This is an optimization exercise on Yosys and OpenROAD, whose aim is small area, a short achievable clock period and few clock cycles per item, not a production implementation.
Function was checked by simulation only, so behaviour that the tests miss may differ from the original.
Power is estimated from default activity; no workload was simulated.

<file path="flow/config.mk">
export PLATFORM = sky130hd
export DESIGN_NAME = per_sensor_window_average_threshold_top
export DESIGN_NICKNAME = per_sensor_window_average_threshold_top
export VERILOG_FILES = /design/flow/design.v
export SDC_FILE = /design/flow/constraint.sdc
export NUM_CORES = 4
export LEC_CHECK = 0
export ABC_CLOCK_PERIOD_IN_PS = 2000
export CAP_MARGIN = 20
export CORE_MARGIN = 2
export CORE_UTILIZATION = 55
export CTS_CLUSTER_DIAMETER = 100
export CTS_CLUSTER_SIZE = 30
export SETUP_SLACK_MARGIN = 3.7
export SLEW_MARGIN = 20
export SYNTH_HIERARCHICAL = 1
export SYNTH_MINIMUM_KEEP_SIZE = 0
</file>
<file path="flow/constraint.sdc">
create_clock -name core_clock -period 7.0 [get_ports {aclk}]
set_input_delay 1.4000 -clock core_clock [delete_from_list [all_inputs] [get_ports {aclk}]]
set_output_delay 1.4000 -clock core_clock [all_outputs]
set_load 0.01 [all_outputs]
</file>
<file path="flow/design.v">
package psw_pkg;
    localparam int NUM_SENSORS_DEF = 16;
    localparam int WINDOW_LEN_DEF  = 6;
    localparam int SAMPLE_W = 16;
    localparam int SENSOR_W = 4;
    localparam int APB_ADDR_W = 3;
    localparam int APB_DATA_W = 32;
    localparam int REG_IDX_W  = APB_ADDR_W - 2;
    localparam logic [REG_IDX_W-1:0] REG_LEVEL_THRESHOLD = '0;
    localparam logic [SAMPLE_W-1:0]  THRESHOLD_RESET     = 16'd3840;
    localparam logic KIND_AVG    = 1'b0;
    localparam logic KIND_SAMPLE = 1'b1;
    typedef enum logic [2:0] {
        ST_IDLE,
        ST_WRITE,
        ST_SUM,
        ST_DIV,
        ST_AVG,
        ST_RD,
        ST_OUT
    } psw_state_t;
    typedef struct packed {
        logic s_ready;
        logic mem_we;
        logic sum_run;
        logic div_start;
        logic load_avg;
        logic load_win;
    } psw_ctrl_t;
endpackage
module psw_digres (
    input  logic [18:0] v,
    output logic [24:0] res5
);
    logic [19:0] x5;
    assign x5 = {1'b0, v};
    always_comb begin
        for (int i = 0; i < 5; i++) begin
            res5[5*i +: 5] = 5'b00001;
            for (int val = 0; val < 16; val++) begin
                if (x5[4*i +: 4] == 4'(val)) begin
                    res5[5*i +: 5] = 5'(1 << (val % 5));
                end
            end
        end
    end
endmodule
module psw_div (
    input  logic [18:0] v,
    input  logic [24:0] res5,
    output logic [15:0] q3,
    output logic [15:0] q5
);
    function automatic logic [2:0] add_mod3(input logic [2:0] a, input logic [2:0] b);
        logic [2:0] r;
        for (int k = 0; k < 3; k++) begin
            r[k] = 1'b0;
            for (int i = 0; i < 3; i++) begin
                r[k] = r[k] | (a[i] & b[(k - i + 3) % 3]);
            end
        end
        add_mod3 = r;
    endfunction
    function automatic logic [4:0] add_mod5(input logic [4:0] a, input logic [4:0] b);
        logic [4:0] r;
        for (int k = 0; k < 5; k++) begin
            r[k] = 1'b0;
            for (int i = 0; i < 5; i++) begin
                r[k] = r[k] | (a[i] & b[(k - i + 5) % 5]);
            end
        end
        add_mod5 = r;
    endfunction
    logic [19:0] x3, x5;
    logic [17:0] rs3, nx3;
    logic [29:0] rs5, nx5;
    logic [19:0] qq3, qq5;
    logic [14:0] res3;
    logic [2:0]  r3;
    logic [4:0]  r5;
    logic [3:0]  d, qd;
    assign x3 = {2'b00, v[17:0]};
    assign x5 = {1'b0, v};
    always_comb begin
        for (int i = 0; i < 5; i++) begin
            res3[3*i +: 3] = 3'b001;
            for (int val = 0; val < 16; val++) begin
                if (x3[4*i +: 4] == 4'(val)) begin
                    res3[3*i +: 3] = 3'(1 << (val % 3));
                end
            end
        end
    end
    always_comb begin
        rs3 = {3'b001, res3};
        for (int s = 1; s < 8; s = s * 2) begin
            for (int i = 0; i < 6; i++) begin
                if (i + s < 6) begin
                    nx3[3*i +: 3] = add_mod3(rs3[3*i +: 3], rs3[3*(i+s) +: 3]);
                end else begin
                    nx3[3*i +: 3] = rs3[3*i +: 3];
                end
            end
            rs3 = nx3;
        end
    end
    always_comb begin
        rs5 = {5'b00001, res5};
        for (int s = 1; s < 8; s = s * 2) begin
            for (int i = 0; i < 6; i++) begin
                if (i + s < 6) begin
                    nx5[5*i +: 5] = add_mod5(rs5[5*i +: 5], rs5[5*(i+s) +: 5]);
                end else begin
                    nx5[5*i +: 5] = rs5[5*i +: 5];
                end
            end
            rs5 = nx5;
        end
    end
    always_comb begin
        for (int i = 0; i < 5; i++) begin
            r3 = rs3[3*(i+1) +: 3];
            d  = x3[4*i +: 4];
            qd = 4'd0;
            for (int k = 0; k < 3; k++) begin
                for (int val = 0; val < 16; val++) begin
                    if (r3[k] && (d == 4'(val))) begin
                        qd = qd | 4'((16 * k + val) / 3);
                    end
                end
            end
            qq3[4*i +: 4] = qd;
            r5 = rs5[5*(i+1) +: 5];
            d  = x5[4*i +: 4];
            qd = 4'd0;
            for (int k = 0; k < 5; k++) begin
                for (int val = 0; val < 16; val++) begin
                    if (r5[k] && (d == 4'(val))) begin
                        qd = qd | 4'((16 * k + val) / 5);
                    end
                end
            end
            qq5[4*i +: 4] = qd;
        end
    end
    assign q3       = qq3[15:0];
    assign q5       = qq5[15:0];
endmodule
module psw_prefix #(
    parameter int W = 20
) (
    input  logic [W-1:0] g_in,
    input  logic [W-1:0] p_in,
    output logic [W-1:0] co
);
    logic [W-1:0] g, p, gn, pn;
    always_comb begin
        g = g_in;
        p = p_in;
        for (int s = 1; s < W; s = s * 2) begin
            for (int i = 0; i < W; i++) begin
                if (i >= s) begin
                    gn[i] = g[i] | (p[i] & g[i-s]);
                    pn[i] = p[i] & p[i-s];
                end else begin
                    gn[i] = g[i];
                    pn[i] = p[i];
                end
            end
            g = gn;
            p = pn;
        end
        co = g;
    end
endmodule
module psw_add (
    input  logic [18:0] a,
    input  logic [18:0] b,
    output logic [18:0] sum
);
    logic [18:0] c;
    psw_prefix #(.W(19)) u_pre (
        .g_in (a & b),
        .p_in (a ^ b),
        .co   (c)
    );
    assign sum = (a ^ b) ^ {c[17:0], 1'b0};
endmodule
module psw_below (
    input  logic [18:0] x,
    input  logic [18:0] y,
    input  logic [18:0] thr_n,
    output logic        below
);
    logic [19:0] u, v, g, p, c;
    assign u = {1'b0, x ^ y ^ ~thr_n};
    assign v = {(x & y) | (x & ~thr_n) | (y & ~thr_n), 1'b0};
    assign p = u ^ v;
    assign g = (u & v) | {19'd0, p[0]};
    psw_prefix #(.W(20)) u_pre (
        .g_in (g),
        .p_in (p),
        .co   (c)
    );
    assign below = !(p[19] ^ c[18]);
endmodule
module per_sensor_window_average_threshold_top #(
    parameter int NUM_SENSORS = psw_pkg::NUM_SENSORS_DEF,
    parameter int WINDOW_LEN  = psw_pkg::WINDOW_LEN_DEF
) (
    input  logic                            aclk,
    input  logic                            aresetn,
    input  logic                            s_valid,
    output logic                            s_ready,
    input  logic [psw_pkg::SENSOR_W-1:0]    s_sensor_id,
    input  logic [psw_pkg::SAMPLE_W-1:0]    s_sample,
    output logic                            m_valid,
    input  logic                            m_ready,
    output logic [psw_pkg::SENSOR_W-1:0]    m_report_sensor,
    output logic                            m_report_kind,
    output logic [psw_pkg::SAMPLE_W-1:0]    m_value,
    output logic                            m_last,
    input  logic                            psel,
    input  logic                            penable,
    input  logic                            pwrite,
    input  logic [psw_pkg::APB_ADDR_W-1:0]  paddr,
    input  logic [psw_pkg::APB_DATA_W-1:0]  pwdata,
    output logic [psw_pkg::APB_DATA_W-1:0]  prdata,
    output logic                            pready
);
    localparam int SAMPLE_W = psw_pkg::SAMPLE_W;
    localparam int SENSOR_W = psw_pkg::SENSOR_W;
    localparam int CNT_W    = 3;
    localparam int SUM_W    = 19;
    localparam int ROW_W    = (WINDOW_LEN - 1) * SAMPLE_W;
    localparam int WIN_W    = WINDOW_LEN * SAMPLE_W;
    logic [SAMPLE_W-1:0] thr_reg;
    logic                cfg_sel;
    logic                cfg_wr;
    assign pready  = 1'b1;
    assign cfg_sel = (paddr[psw_pkg::APB_ADDR_W-1:2] == psw_pkg::REG_LEVEL_THRESHOLD);
    assign cfg_wr  = psel && penable && pwrite && cfg_sel;
    assign prdata  = cfg_sel ? psw_pkg::APB_DATA_W'(thr_reg) : '0;
    always_ff @(posedge aclk) begin
        if (!aresetn) begin
            thr_reg <= psw_pkg::THRESHOLD_RESET;
        end else if (cfg_wr) begin
            thr_reg <= pwdata[SAMPLE_W-1:0];
        end
    end
    logic i_valid, j_valid, r_valid, s_valid_reg, head_free;
    logic s_below, s_last;
    logic push, s_done, s_free, r_free, i_free, take, adv;
    assign push    = s_valid_reg && head_free;
    assign s_done  = push && (s_below || s_last);
    assign s_free  = !s_valid_reg || s_done;
    assign r_free  = !r_valid || s_free;
    assign adv     = i_valid && r_free;
    assign i_free  = !i_valid || r_free;
    assign s_ready = !j_valid;
    assign take    = s_valid && !j_valid;
    logic [SENSOR_W-1:0]    i_sid, j_sid;
    logic [SAMPLE_W-1:0]    i_sample, j_sample;
    logic [NUM_SENSORS-1:0] i_sel, i_sel2;
    function automatic logic [NUM_SENSORS-1:0] onehot(input logic [SENSOR_W-1:0] id);
        onehot = '0;
        onehot[id] = 1'b1;
    endfunction
    always_ff @(posedge aclk) begin
        if (!aresetn) begin
            i_valid <= 1'b0;
            j_valid <= 1'b0;
        end else if (i_free) begin
            i_valid <= j_valid || s_valid;
            j_valid <= 1'b0;
        end else if (take) begin
            j_valid <= 1'b1;
        end
    end
    always_ff @(posedge aclk) begin
        if (i_free) begin
            if (j_valid) begin
                i_sid    <= j_sid;
                i_sel    <= onehot(j_sid);
                i_sel2   <= onehot(j_sid);
                i_sample <= j_sample;
            end else if (take) begin
                i_sid    <= s_sensor_id;
                i_sel    <= onehot(s_sensor_id);
                i_sel2   <= onehot(s_sensor_id);
                i_sample <= s_sample;
            end
        end
    end
    always_ff @(posedge aclk) begin
        if (take && !i_free) begin
            j_sid    <= s_sensor_id;
            j_sample <= s_sample;
        end
    end
    logic [ROW_W-1:0]    win_mem    [NUM_SENSORS];
    logic [CNT_W-1:0]    next_n_reg [NUM_SENSORS];
    logic [ROW_W-1:0]    in_row;
    logic [CNT_W-1:0]    in_n;
    logic [CNT_W-1:0]    in_n_after;
    logic [WIN_W-1:0]    in_win;
    logic [WINDOW_LEN-1:1] in_keep;
    always_comb begin
        in_row  = '0;
        in_n    = '0;
        in_keep = '0;
        for (int i = 0; i < NUM_SENSORS; i++) begin
            for (int k = 1; k < WINDOW_LEN; k++) begin
                in_keep[k] = in_keep[k] | (i_sel2[i] && (next_n_reg[i] > CNT_W'(k)));
            end
            in_row = in_row | (win_mem[i] & {{(ROW_W / 2){i_sel2[i]}}, {(ROW_W / 2){i_sel[i]}}});
            in_n   = in_n   | (next_n_reg[i] & {CNT_W{i_sel2[i]}});
        end
    end
    assign in_n_after = (in_n == CNT_W'(WINDOW_LEN)) ? in_n : in_n + 1'b1;
    for (genvar i = 0; i < NUM_SENSORS; i++) begin : g_row
        always_ff @(posedge aclk) begin
            if (adv && i_sel[i]) begin
                win_mem[i] <= {win_mem[i][ROW_W-SAMPLE_W-1:0], i_sample};
            end
        end
        always_ff @(posedge aclk) begin
            if (!aresetn) begin
                next_n_reg[i] <= CNT_W'(1);
            end else if (adv && i_sel[i]) begin
                next_n_reg[i] <= in_n_after;
            end
        end
    end
    always_comb begin
        in_win = {in_row, i_sample};
        for (int k = 1; k < WINDOW_LEN; k++) begin
            if (!in_keep[k]) begin
                in_win[k*SAMPLE_W +: SAMPLE_W] = '0;
            end
        end
    end
    function automatic logic [2*SUM_W-1:0] csa(input logic [SUM_W-1:0] a,
                                                input logic [SUM_W-1:0] b,
                                                input logic [SUM_W-1:0] c);
        logic [SUM_W-1:0] sv, cv;
        sv = a ^ b ^ c;
        cv = {(a[SUM_W-2:0] & b[SUM_W-2:0]) | (a[SUM_W-2:0] & c[SUM_W-2:0]) |
              (b[SUM_W-2:0] & c[SUM_W-2:0]), 1'b0};
        csa = {sv, cv};
    endfunction
    logic [SUM_W-1:0] w [WINDOW_LEN];
    logic [SUM_W-1:0] a1_s, a1_c, a2_s, a2_c, a3_s, a3_c;
    always_comb begin
        for (int k = 0; k < WINDOW_LEN; k++) begin
            w[k] = SUM_W'(in_win[k*SAMPLE_W +: SAMPLE_W]);
        end
    end
    assign {a1_s, a1_c} = csa(w[1], w[2], w[3]);
    assign {a2_s, a2_c} = csa(w[4], w[5], w[0]);
    assign {a3_s, a3_c} = csa(a1_s, a1_c, a2_s);
    logic [WIN_W-1:0]    r_win;
    logic [SUM_W-1:0]    r_p, r_q, r_r;
    logic [CNT_W-1:0]    r_n;
    logic [5:0]          r_n_oh;
    logic [SENSOR_W-1:0] r_sid;
    always_ff @(posedge aclk) begin
        if (!aresetn) begin
            r_valid <= 1'b0;
        end else if (r_free) begin
            r_valid <= i_valid;
        end
    end
    always_ff @(posedge aclk) begin
        if (adv) begin
            r_win <= {in_row, i_sample};
            r_p   <= a3_s;
            r_q   <= a3_c;
            r_r   <= a2_c;
            r_n   <= in_n;
            r_n_oh <= 6'(1 << (in_n - 1'b1));
            r_sid <= i_sid;
        end
    end
    logic [SUM_W-1:0] thr_x1, thr_x3, thr_x5, r_thr_n;
    assign thr_x1 = SUM_W'(thr_reg);
    always_ff @(posedge aclk) begin
        if (!aresetn) begin
            thr_x3 <= SUM_W'(psw_pkg::THRESHOLD_RESET) * 3;
            thr_x5 <= SUM_W'(psw_pkg::THRESHOLD_RESET) * 5;
        end else begin
            thr_x3 <= thr_x1 + (thr_x1 << 1);
            thr_x5 <= thr_x1 + (thr_x1 << 2);
        end
    end
    assign r_thr_n = ({SUM_W{r_n_oh[0]}} & thr_x1) |
                     ({SUM_W{r_n_oh[1]}} & (thr_x1 << 1)) |
                     ({SUM_W{r_n_oh[2]}} & thr_x3) |
                     ({SUM_W{r_n_oh[3]}} & (thr_x1 << 2)) |
                     ({SUM_W{r_n_oh[4]}} & thr_x5) |
                     ({SUM_W{r_n_oh[5]}} & (thr_x3 << 1));
    logic [SUM_W-1:0] x, y, r_sum, r_v;
    logic             r_below;
    assign {x, y} = csa(r_p, r_q, r_r);
    psw_add u_add (
        .a   (x),
        .b   (y),
        .sum (r_sum)
    );
    psw_below u_below (
        .x     (x),
        .y     (y),
        .thr_n (r_thr_n),
        .below (r_below)
    );
    always_comb begin
        case (r_n)
            3'd2, 3'd6: r_v = r_sum >> 1;
            3'd4:       r_v = r_sum >> 2;
            default:    r_v = r_sum;
        endcase
    end
    logic [24:0]         r_res5;
    psw_digres u_digres (
        .v    (r_sum),
        .res5 (r_res5)
    );
    logic [WIN_W-1:0]    s_win;
    logic [SUM_W-1:0]    s_v;
    logic [24:0]         s_res5;
    logic                s_d3, s_d5;
    logic [CNT_W-1:0]    s_e;
    logic [SENSOR_W-1:0] s_sid;
    always_ff @(posedge aclk) begin
        if (!aresetn) begin
            s_valid_reg <= 1'b0;
        end else if (s_free) begin
            s_valid_reg <= r_valid;
        end
    end
    always_ff @(posedge aclk) begin
        if (s_free && r_valid) begin
            s_win   <= r_win;
            s_v     <= r_v;
            s_res5  <= r_res5;
            s_d3    <= (r_n == 3'd3) || (r_n == 3'd6);
            s_d5    <= (r_n == 3'd5);
            s_sid   <= r_sid;
            s_below <= r_below;
            s_e     <= r_n - 1'b1;
            s_last  <= (r_n == 3'd1);
        end else if (push) begin
            s_e     <= s_e - 1'b1;
            s_last  <= (s_e == 3'd1);
        end
    end
    logic                p_kind;
    logic                p_last;
    logic [SAMPLE_W-1:0] q3, q5;
    psw_div u_div (
        .v        (s_v),
        .res5     (s_res5),
        .q3       (q3),
        .q5       (q5)
    );
    assign p_kind  = s_below ? psw_pkg::KIND_AVG : psw_pkg::KIND_SAMPLE;
    assign p_last  = s_below || s_last;
    logic [SAMPLE_W-1:0] m_value_next;
    logic                sel_q3, sel_q5, sel_v, sel_w;
    assign sel_q3 = s_below && s_d3;
    assign sel_q5 = s_below && s_d5;
    assign sel_v  = s_below && !s_d3 && !s_d5;
    assign sel_w  = !s_below;
    assign m_value_next = ({SAMPLE_W{sel_q3}} & q3) |
                          ({SAMPLE_W{sel_q5}} & q5) |
                          ({SAMPLE_W{sel_v}}  & s_v[SAMPLE_W-1:0]) |
                          ({SAMPLE_W{sel_w}}  & s_win[s_e*SAMPLE_W +: SAMPLE_W]);
    logic                m_valid_reg;
    logic [SENSOR_W-1:0] m_sensor_reg;
    logic                m_kind_reg;
    logic [SAMPLE_W-1:0] m_value_reg;
    logic                m_last_reg;
    assign head_free = !m_valid_reg || m_ready;
    always_ff @(posedge aclk) begin
        if (!aresetn) begin
            m_valid_reg <= 1'b0;
        end else if (head_free) begin
            m_valid_reg <= push;
        end
    end
    always_ff @(posedge aclk) begin
        if (push) begin
            m_sensor_reg <= s_sid;
            m_kind_reg   <= p_kind;
            m_value_reg  <= m_value_next;
            m_last_reg   <= p_last;
        end
    end
    assign m_valid         = m_valid_reg;
    assign m_report_sensor = m_sensor_reg;
    assign m_report_kind   = m_kind_reg;
    assign m_value         = m_value_reg;
    assign m_last          = m_last_reg;
endmodule
</file>
<file path="flow/run.sh">
#!/bin/bash
# synth_recipe.tcl (not shown) runs the flow's synth.tcl, then flattens the netlist and writes it again
# the make line also repeats each setting of config.mk as NAME=value (left out here)
make -C /OpenROAD-flow-scripts/flow DESIGN_CONFIG=/design/flow/config.mk WORK_HOME=/design/flow/orfs CLKGATE_MAP_FILE= SYNTH_SCRIPT=/design/flow/synth_recipe.tcl finish
</file>
==> results of run 1 <==
==> worst reg2reg max path, stage by stage, from the launching register on <==
cell	delay, ns
sky130_fd_sc_hd__edfxtp_1	0.66
sky130_fd_sc_hd__a222oi_1	0.58
sky130_fd_sc_hd__nand2_2	0.28
sky130_fd_sc_hd__a222oi_1	0.36
sky130_fd_sc_hd__nand2_1	0.22
sky130_fd_sc_hd__nand2_1	0.15
sky130_fd_sc_hd__nand3_1	0.08
sky130_fd_sc_hd__a22o_1	0.20
sky130_fd_sc_hd__a221oi_1	0.27
sky130_fd_sc_hd__o211ai_1	0.16
sky130_fd_sc_hd__a22oi_2	0.13
sky130_fd_sc_hd__a31oi_1	0.11
==> report_power, final <==
part	total, mW	leakage, nW	switching [mW]	internal [mW]
registers	12.7	15.7	0.421	12.2
logic	9.08	10.1	5.34	3.75
clock network	5.19	1.01	3.19	2.00
total	26.9	26.8	8.95	18.0
==> worst max-delay path by stage <==
stage                              start                        to  slack (ns)
finish              s_res5[21]$_DFFE_PP_  m_value_reg[0]$_DFFE_PP_        3.52
floorplan                        m_ready         s_below$_DFFE_PP_        2.77
global route           s_v[15]$_DFFE_PP_  m_value_reg[4]$_DFFE_PP_        3.32
detailed placement               m_ready  win_mem[8][11]$_DFFE_PP_        2.06
global placement                 m_ready  win_mem[8][11]$_DFFE_PP_        2.09
CTS                     r_q[6]$_DFFE_PP_      s_res5[18]$_DFFE_PP_        3.58
==> through the flow <==
step	std cells	utilization [%]
2_1_floorplan	4649	-
3_3_place_gp	6235	57.8
3_5_place_dp	6236	57.8
4_1_cts	6529	61.7
5_1_grt	6578	62.5
6_report	6584	62.5
==> layer usage <==
layer	vias up	global-route usage, %
met5	-	0
met4	14	11.6
met3	407	6.36
met2	2719	49.4
met1	23184	47.0
li1	18905	-
==> final cells by class <==
class | count | area [um2]
flip-flops and latches | 1766 | 52000
fillers | 9571 | 48700
multi-input cells | 2408 | 19400
repair buffers | 391 | 4590
well taps | 1742 | 2180
clock buffers | 82 | 1870
inverters | 167 | 768
clock inverters | 14 | 176
repair inverters | 8 | 55.1
diodes | 6 | 15.0
==> timing repair <==
action	4_1_cts	5_1_grt
resized for setup	247	125
endpoints found under the setup margin	1304	493
setup buffers	160	38
gates cloned	37	9
pin swaps	82	87
endpoints found under the hold margin	0	0
hold buffers	0	0
==> reports/results.ini, run 1 <==
[status]
run_status = finished clean

[clock_network]
tritoncts_num_sinks = 1766
clock-root-buffer = sky130_fd_sc_hd__clkbuf_16
clock_transition_at_path_regs_ns = 0.11
tritoncts = done
clock_insertion_delay_worst_skew_ns = 0.74
cts.htree.levels = 3
cts_inserted_buffers = 72
cts_buffer_depth = 3

[floorplan]
fp.dieArea_um2 = 134000
dieHeight_um = 366
chipWidth_um = 366
initial_utilization_pct = 55.6
design.portCount = 119
floorplan_core_area_um2 = 130000
placementRows = 132

[detailed_routing]
postRouteWirelength_mm = 224
postRouteAntennaNets = 0
highest_layer = met5
post-route-drc-count = 0
routed-wl-met2_mm = 101
avgRoutedWirePerCell_um = 34.1
avgViaCountPerCell = 6.87
vias = 45229
drt_first_pass_iters = 8
met3WireLength_mm = 23.9
initial_drc_count = 7020
wirelength_met1_mm = 90.0

[final_layout]
layout-drive-gt1-share_pct = 14.7
synthToLayoutAreaGrowth_pct = 12.4
layout.cell_area.non_filler_um2 = 81100
layout.cells.most_common = sky130_fd_sc_hd__edfxtp_1
finish.net_count = 5045
layout.cells.most_common_list = 1661 x sky130_fd_sc_hd__edfxtp_1, 320 x sky130_fd_sc_hd__a22o_1, 313 x sky130_fd_sc_hd__a221oi_1
largest-register = win_mem
largest_register_ffs = 1280
largest_registers = win_mem x1280, r_win x96, s_win x96

[timing]
max_slew.worst_pin.slew_ns = 1.21
final_period_minus_worst_setup_slack_ns = 3.48
final.hold.worst_slack_ns = 0.411
fin_worst_skew_ns = 0.0476
final.setup.tns_ns = 0
final_hold_viol_count = 0
layout_setup_ws_ns = 3.52
setup_viol = 0
max_freq_mhz = 287
relSlewSlack_pct = 19.6
fin_crit_sh_pct = 49.8
grt_setup_unrepaired = yes
final-max-slew-violation-count = 0

[global_routing]
grt_usage_pct = 32.5
initial_antenna_violation_count = 12
grt-ovfl-total = 0
grt_pass1_wl_mm = 311
grt_pass1_vias = 42772
grt_max_degree = 142

[worst_setup_path]
critPathMaxFanout = 14
r2r_slack_ns = 3.52
critical-path-slowest-cell = sky130_fd_sc_hd__edfxtp_1
regToRegEndpoint = m_value_reg[0]$_DFFE_PP_
crit_type = register to register
timing.critical_path.buf_inv = 0
worst_path_dominant_cell_family = compound AO/OA/AOI/OAI gates
data_arrival_critical_path_ns = 3.92
worst-path-stages = 11
launching_element_type_of_the_critical_path = register
cp.required_ns = 7.43
r2r_cells = 11
crit_path_end_kind = register
r2r_start = s_res5[21]$_DFFE_PP_
worstPathCellList = a222oi_1 > nand2_2 > a222oi_1 > nand2_1 > nand2_1 > nand3_1 > a22o_1 > a221oi_1 > o211ai_1 > a22oi_2 > a31oi_1
critPathMaxStageDelay_ns = 0.66

[place]
place_area_um2 = 75000
io_buffers = 83
globalplace.congestion = 0.878
hpwlAfterDp_mm = 113
detailedPlace.worstSlack_ns = 2.06

[min_path]
holdPathStages = 0
end_point_of_the_worst_hold_path = s_win[25]$_DFFE_PP_
holdCritPathClass = register to register
worst_hold_startpoint = r_win[25]$_DFFE_PP_

[yosys]
synthesis.yosys.warnings = 14
post_synth_inst_count = 4624
post_synth.cell_area_avg_um2 = 15.6
synth.cell_area_um2 = 72200

[power]
leakagePower_nw = 26.8
power_total_mw = 26.9
power.density_cell_area_nw_per_um2 = 332
highest_ir_drop_seen_on_vdd_uv = 289

[job]
max_cap_violations = 0

Testbench counts, summed over its fixed seeds: cycles 7,578, items 3,200.
==> inputs of run 2 (changes only) <==
--- a/flow/config.mk
+++ b/flow/config.mk
@@ -10,3 +10,3 @@
 export CORE_MARGIN = 2
-export CORE_UTILIZATION = 55
+export CORE_UTILIZATION = 65
 export CTS_CLUSTER_DIAMETER = 100
==> run 2 against run 1 <==
  * Still clean on timing, DRC and antenna
  * Flip-flop and latch count unchanged
  * Core utilization increased by 11 points
  * Combinational power about the same
  * Wire length decreased by 2.6%
  * Maximum frequency decreased by 2.9%
  * Via count increased by 1.1%
  * Non-clock buffer count increased by 2
  * Critical path depth decreased by 1
  * Design area decreased by 0.38%
  * Final cell count decreased by 3.9%
  * Highest routed layer unchanged
==> reports/results.ini, run 2 <==
[worst_setup_path]
worst-path-stages = 10
crit_type = register to register
critPathMaxFanout = 44
data_arrival_critical_path_ns = 3.99
timing.critical_path.buf_inv = 3
launching_element_type_of_the_critical_path = register
critPathMaxStageDelay_ns = 0.48
critical-path-slowest-cell = sky130_fd_sc_hd__or4_4
r2r_cells = 10
r2r_slack_ns = 3.41
cp_common_cell = sky130_fd_sc_hd__fa_1
worst_path_dominant_cell_family = simple AND/OR/NAND/NOR gates
worstPathCellList = buf_8 > a22oi_2 > nand2_2 > or3_4 > or4_4 > buf_12 > nand2_1 > fa_1 > inv_2 > fa_1
cp.required_ns = 7.40
crit_path_end_kind = register

[detailed_routing]
post-route-drc-count = 0
postRouteWirelength_mm = 219
vias = 45743
postRouteAntennaNets = 0
drt_first_pass_iters = 11
avgRoutedWirePerCell_um = 34.6
initial_drc_count = 7899
avgViaCountPerCell = 7.23

[final_layout]
largest_registers = win_mem x1280, r_win x96, s_win x96
finish.net_count = 5048
largest_register_ffs = 1280
layout.cells.most_common_list = 1661 x sky130_fd_sc_hd__edfxtp_1, 335 x sky130_fd_sc_hd__a221oi_1, 320 x sky130_fd_sc_hd__a22o_1
synthToLayoutAreaGrowth_pct = 11.9
finalCoreUtilization_pct = 73.2
largest-register = win_mem
layout-drive-gt1-share_pct = 14.0
layout.cells.most_common = sky130_fd_sc_hd__edfxtp_1

[clock_network]
clock_insertion_delay_worst_skew_ns = 0.70
cts_buffer_depth = 3
tritoncts_num_sinks = 1766
clock-root-buffer = sky130_fd_sc_hd__clkbuf_16
postCtsHoldBufs = 0
cts_inserted_buffers = 71
tritoncts = done
clock_transition_at_path_regs_ns = 0.12
cts.htree.levels = 3

[floorplan]
chipWidth_um = 337
floorplan_core_area_um2 = 110000
placementRows = 122
dieHeight_um = 337
design.portCount = 119
initial_utilization_pct = 65.4
fp.dieArea_um2 = 114000

[timing]
fin_crit_sh_pct = 51.2
grt_setup_unrepaired = yes
final_period_minus_worst_setup_slack_ns = 3.59
max_freq_mhz = 279
final_hold_viol_count = 0
relSlewSlack_pct = 15.0
final.setup.tns_ns = 0
fin_worst_skew_ns = 0.0327
setup_viol = 0
max_slew.worst_pin.slew_ns = 1.27
final-max-slew-violation-count = 0

[place]
globalplace.congestion = 0.909
hpwlAfterDp_mm = 111
io_buffers = 83

[job]
max_cap_violations = 0

[min_path]
holdCritPathClass = register to register
holdPathStages = 0

[yosys]
post_synth.cell_area_avg_um2 = 15.6
synth.cell_area_um2 = 72200
synthesis.yosys.warnings = 14
post_synth_inst_count = 4624

[global_routing]
initial_antenna_violation_count = 14
grt_usage_pct = 37.7
grt_pass1_wl_mm = 302
grt-ovfl-total = 0
grt_pass1_vias = 42947
grt_max_degree = 81

[power]
highest_ir_drop_seen_on_vdd_uv = 284
power_total_mw = 26.8
power.density_cell_area_nw_per_um2 = 332
leakagePower_nw = 26.8

[status]
run_status = finished clean

[run 2: timing repair]
| item | 4_1_cts | 5_1_grt |
|---|---|---|
| gates cloned | 35 | 15 |
| buffers inserted | 138 | 49 |
| pin swaps | 61 | 47 |
| resized for setup | 314 | 103 |
| endpoints found under the setup margin | 1505 | 729 |
[run 2: worst paths after layout]
| kind | end | from |
|---|---|---|
| worst min register to register | s_win[87]$_DFFE_PP_ | r_win[87]$_DFFE_PP_ |
| worst min-delay path | s_win[87]$_DFFE_PP_ | r_win[87]$_DFFE_PP_ |
| worst max register to register | r_p[2]$_DFFE_PP_ | i_sel[12]$_SDFFCE_PN0P_ |
| worst max-delay path | r_p[2]$_DFFE_PP_ | i_sel[12]$_SDFFCE_PN0P_ |
[run 2: power by group]
group | total [mW] | internal, mW | switching [mW]
Combinational | 9.10 | 3.67 | 5.43
Sequential | 12.7 | 12.2 | 0.421
Clock | 5.05 | 1.95 | 3.11
Total | 26.8 | 17.9 | 8.96
[run 2: metal layers]
layer	vias up	routed length [um]	track usage, %
li1	18952	-	-
met1	22789	79900	52.3
met2	3402	99400	58.1
met3	582	27500	7.97
met4	18	11700	17.5
met5	-	113	0
[run 2: stage by stage]
| stage | cells | hold WS (ns) | setup slack (ns) | area [um2] |
|---|---|---|---|---|
| after floorplan | 4649 | 0.400 | 2.77 | 72500 |
| after global placement | 5992 | 0.401 | 1.70 | 74600 |
| after detailed placement | 5994 | 0.405 | 1.64 | 74700 |
| after CTS | 6257 | 0.423 | 3.58 | 79700 |
| after global routing | 6324 | 0.433 | 3.42 | 80800 |
| final | 6327 | 0.425 | 3.41 | 80800 |
[run 2: layout make-up]
cell class	instances	area, um2
inverters	167	777
clock buffers	81	1860
multi-input cells	2411	19400
diodes	5	12.5
clock inverters	9	116
well taps	1488	1860
repair inverters	7	56.3
fillers	6859	29600
repair buffers	393	4690
flip-flops and latches	1766	52000
==> inputs of run 3 (changes only) <==
--- a/flow/design.v
+++ b/flow/design.v
@@ -49,2 +49,3 @@
     input  logic [18:0] v,
+    input  logic [18:0] v5,
     input  logic [24:0] res5,
@@ -82,3 +83,3 @@
     assign x3 = {2'b00, v[17:0]};
-    assign x5 = {1'b0, v};
+    assign x5 = {1'b0, v5};
     always_comb begin
@@ -375,3 +376,3 @@
         if (adv) begin
-            r_win <= {in_row, i_sample};
+            r_win <= in_win;
             r_p   <= a3_s;
@@ -401,3 +402,3 @@
                      ({SUM_W{r_n_oh[5]}} & (thr_x3 << 1));
-    logic [SUM_W-1:0] x, y, r_sum, r_v;
+    logic [SUM_W-1:0] x, y, r_sum;
     logic             r_below;
@@ -415,9 +416,2 @@
     );
-    always_comb begin
-        case (r_n)
-            3'd2, 3'd6: r_v = r_sum >> 1;
-            3'd4:       r_v = r_sum >> 2;
-            default:    r_v = r_sum;
-        endcase
-    end
     logic [24:0]         r_res5;
@@ -430,3 +424,3 @@
     logic [24:0]         s_res5;
-    logic                s_d3, s_d5;
+    logic                s_d3, s_d5, s_h1, s_h2, s_n6;
     logic [CNT_W-1:0]    s_e;
@@ -443,6 +437,9 @@
             s_win   <= r_win;
-            s_v     <= r_v;
+            s_v     <= r_sum;
             s_res5  <= r_res5;
-            s_d3    <= (r_n == 3'd3) || (r_n == 3'd6);
-            s_d5    <= (r_n == 3'd5);
+            s_d3    <= r_n_oh[2] || r_n_oh[5];
+            s_d5    <= r_n_oh[4];
+            s_h1    <= r_n_oh[0];
+            s_h2    <= r_n_oh[1];
+            s_n6    <= r_n_oh[5];
             s_sid   <= r_sid;
@@ -459,4 +456,7 @@
     logic [SAMPLE_W-1:0] q3, q5;
+    logic [SUM_W-1:0] e_v;
+    assign e_v = s_n6 ? {1'b0, s_v[SUM_W-1:1]} : s_v;
     psw_div u_div (
-        .v        (s_v),
+        .v        (e_v),
+        .v5       (s_v),
         .res5     (s_res5),
@@ -468,6 +468,8 @@
     logic [SAMPLE_W-1:0] m_value_next;
-    logic                sel_q3, sel_q5, sel_v, sel_w;
+    logic                sel_q3, sel_q5, sel_h1, sel_h2, sel_h4, sel_w;
     assign sel_q3 = s_below && s_d3;
     assign sel_q5 = s_below && s_d5;
-    assign sel_v  = s_below && !s_d3 && !s_d5;
+    assign sel_h1 = s_below && s_h1;
+    assign sel_h2 = s_below && s_h2;
+    assign sel_h4 = s_below && !s_d3 && !s_d5 && !s_h1 && !s_h2;
     assign sel_w  = !s_below;
@@ -475,3 +477,5 @@
                           ({SAMPLE_W{sel_q5}} & q5) |
-                          ({SAMPLE_W{sel_v}}  & s_v[SAMPLE_W-1:0]) |
+                          ({SAMPLE_W{sel_h1}} & s_v[SAMPLE_W-1:0]) |
+                          ({SAMPLE_W{sel_h2}} & s_v[SAMPLE_W:1]) |
+                          ({SAMPLE_W{sel_h4}} & s_v[SAMPLE_W+1:2]) |
                           ({SAMPLE_W{sel_w}}  & s_win[s_e*SAMPLE_W +: SAMPLE_W]);
--- a/flow/config.mk
+++ b/flow/config.mk
@@ -10,5 +10,3 @@
 export CORE_MARGIN = 2
-export CORE_UTILIZATION = 65
-export CTS_CLUSTER_DIAMETER = 100
-export CTS_CLUSTER_SIZE = 30
+export CORE_UTILIZATION = 55
 export SETUP_SLACK_MARGIN = 3.7
==> run 3 against run 2 <==
  * Still clean on timing, DRC and antenna
  * Area after synthesis up 0.58%
  * Flip-flop and latch count up 4
  * Clock skew down 0.0064 ns
  * Register-to-register slack worse by 0.14 ns
  * Via count up 2.2%
  * Critical path depth up 5
  * Critical path type unchanged
  * Largest power group unchanged
  * Highest routed layer unchanged
==> reports/results.ini, run 3 <==
[status]
run_status = finished clean

[detailed_routing]
wirelength_met1_mm = 91.0
vias = 46743
postRouteAntennaNets = 0
avgViaCountPerCell = 6.74
avgRoutedWirePerCell_um = 33.8
postRouteWirelength_mm = 234
met3WireLength_mm = 26.0
highest_layer = met5
initial_drc_count = 7798
post-route-drc-count = 0
drt_first_pass_iters = 9
routed-wl-met2_mm = 106

[final_layout]
largest-register = win_mem
layout.cell_area.non_filler_um2 = 85900
final_cells = 6939
finish.net_count = 5255
layout.cells.most_common_list = 1665 x sky130_fd_sc_hd__edfxtp_1, 485 x sky130_fd_sc_hd__a22oi_1, 237 x sky130_fd_sc_hd__nand2_1
largest_registers = win_mem x1280, r_win x96, s_win x96
layout.cells.most_common = sky130_fd_sc_hd__edfxtp_1
finalCoreUtilization_pct = 65.4
synthToLayoutAreaGrowth_pct = 18.3
largest_register_ffs = 1280
layout-drive-gt1-share_pct = 18.1
nFillCells = 9252

[clock_network]
clock-root-buffer = sky130_fd_sc_hd__clkbuf_16
cts.htree.levels = 4
cts_inserted_buffers = 176
cts_buffer_depth = 3
postCtsHoldBufs = 0
clock_insertion_delay_worst_skew_ns = 0.82
tritoncts_num_sinks = 1770
clock_transition_at_path_regs_ns = 0.07
tritoncts = done

[worst_setup_path]
critical-path-slowest-cell = sky130_fd_sc_hd__a221o_2
crit_path_end_kind = register
launching_element_type_of_the_critical_path = register
cp_common_cell = sky130_fd_sc_hd__buf_6
critPathMaxStageDelay_ns = 0.44
worstPathCellList = buf_6 > buf_12 > mux2_4 > buf_6 > or3b_4 > o211ai_4 > and2_4 > a221o_2 > a222oi_1 > buf_4 > nor2_4 > a221oi_2 > o21ai_1 > a22oi_1 > o2111ai_1
data_arrival_critical_path_ns = 4.27
worst-path-stages = 15
worst_path_dominant_cell_family = compound AO/OA/AOI/OAI gates
crit_type = register to register
timing.critical_path.buf_inv = 4
cp.required_ns = 7.54
critPathMaxFanout = 6
r2r_cells = 15

[timing]
max_slew.worst_pin.slew_ns = 1.09
final_period_minus_worst_setup_slack_ns = 3.73
grt_setup_unrepaired = yes
final-max-slew-violation-count = 0
final.setup.tns_ns = 0
layout_setup_ws_ns = 3.27
max_freq_mhz = 268
final_hold_viol_count = 0
relSlewSlack_pct = 27.4
final.hold.worst_slack_ns = 0.415
setup_viol = 0
fin_crit_sh_pct = 53.3
fin_worst_skew_ns = 0.0263

[global_routing]
initial_antenna_violation_count = 13
grt-ovfl-total = 0
grt_pass1_vias = 44472
grt_pass1_wl_mm = 325
grt_usage_pct = 34.0
grt_max_degree = 135

[floorplan]
floorplan_core_area_um2 = 131000
design.portCount = 119
dieHeight_um = 367
initial_utilization_pct = 55.3
fp.dieArea_um2 = 135000
placementRows = 133
chipWidth_um = 367

[place]
detailedPlace.worstSlack_ns = 2.06
place_area_um2 = 75400
place.detailed.instances = 6357
globalplace.congestion = 0.879
io_buffers = 83
hpwlAfterDp_mm = 118

[yosys]
synth.cell_area_um2 = 72600
post_synth_inst_count = 4724
post_synth.cell_area_avg_um2 = 15.4
synthesis.yosys.warnings = 14

[job]
max_cap_violations = 0

[power]
power_total_mw = 31.2
highest_ir_drop_seen_on_vdd_uv = 279
leakagePower_nw = 29.5
power.density_cell_area_nw_per_um2 = 363

[min_path]
holdPathStages = 0
holdCritPathClass = register to register

run 3: power by group:
part	total (mW)	internal, mW	switching, mW
Clock	9.21	5.19	4.01
Combinational	9.08	3.81	5.26
Sequential	12.9	12.4	0.473
run 3: timing repair:
action | CTS | global route
gates resized for setup | 358 | 127
cloned | 42 | 5
pin swaps | 91 | 70
endpoints found under the setup margin | 1558 | 373
hold endpoints to repair | 0 | 0
setup buffers | 141 | 61
run 3: final timing paths:
path              slack [ns]                        to           startpoint
setup / recovery        3.27  m_value_reg[0]$_DFFE_PP_       s_n6$_DFFE_PP_
hold / removal          0.42       s_win[44]$_DFFE_PP_  r_win[44]$_DFFE_PP_
setup reg to reg        3.27  m_value_reg[0]$_DFFE_PP_       s_n6$_DFFE_PP_
hold reg to reg         0.42       s_win[44]$_DFFE_PP_  r_win[44]$_DFFE_PP_
run 3: final cells by class:
type	instances	area (um2)	share of cell area [%]
repair inverters	6	46.3	0.0539
multi-input cells	2491	20100	23.4
well taps	1755	2200	2.56
clock inverters	87	761	0.886
inverters	184	810	0.943
flip-flops and latches	1770	52100	60.7
clock buffers	240	4780	5.56
diodes	6	15.0	0.0175
repair buffers	400	5080	5.91
run 3: metal layers:
metal	track usage, %	up-vias
li1	-	19576
met1	47.7	23571
met2	52.2	3053
met3	7.46	533
met4	13.8	10
met5	0	-
Testbench counts of run 3, summed over its fixed seeds: cycles 7,578, items 3,200.

-- re-timing with driven ports --
How much do the figures lean on ideal ports? The routed layouts below were timed once more, with nothing changed but the port constraints. Step 1 sets driving cells, clkbuf_16 on the clock port and buf_2 on the other inputs (assumed; they add their load-dependent delay and slew). Step 2 moves the port delays by t, midway between the first and last clock arrival at a register: inputs arrive t later, outputs are due t later. That takes back most of the time a late clock gives input paths. Slacks: ideal / step 1 / step 2; pairs: ideal / step 1.
run | t (ns) | setup WS [ns] | latest minus earliest clock arrival (ns) | worst slew at a driven data input, ns | cell pins on the clock port's net
run 1 | 0.804 | 3.517 / 3.517 / 2.851 | 0.053 / 0.053 | 0.08 | 1
run 2 | 0.762 | 3.414 / 3.414 / 2.953 | 0.034 / 0.035 | 0.11 | 1
run 3 | 0.891 | 3.270 / 3.270 / 2.809 | 0.037 / 0.038 | 0.09 | 1
After both steps every run listed still meets setup and hold. The setup slack of run 1, which loses most, moves by 0.000 ns with the drivers and by -0.666 ns with both steps.
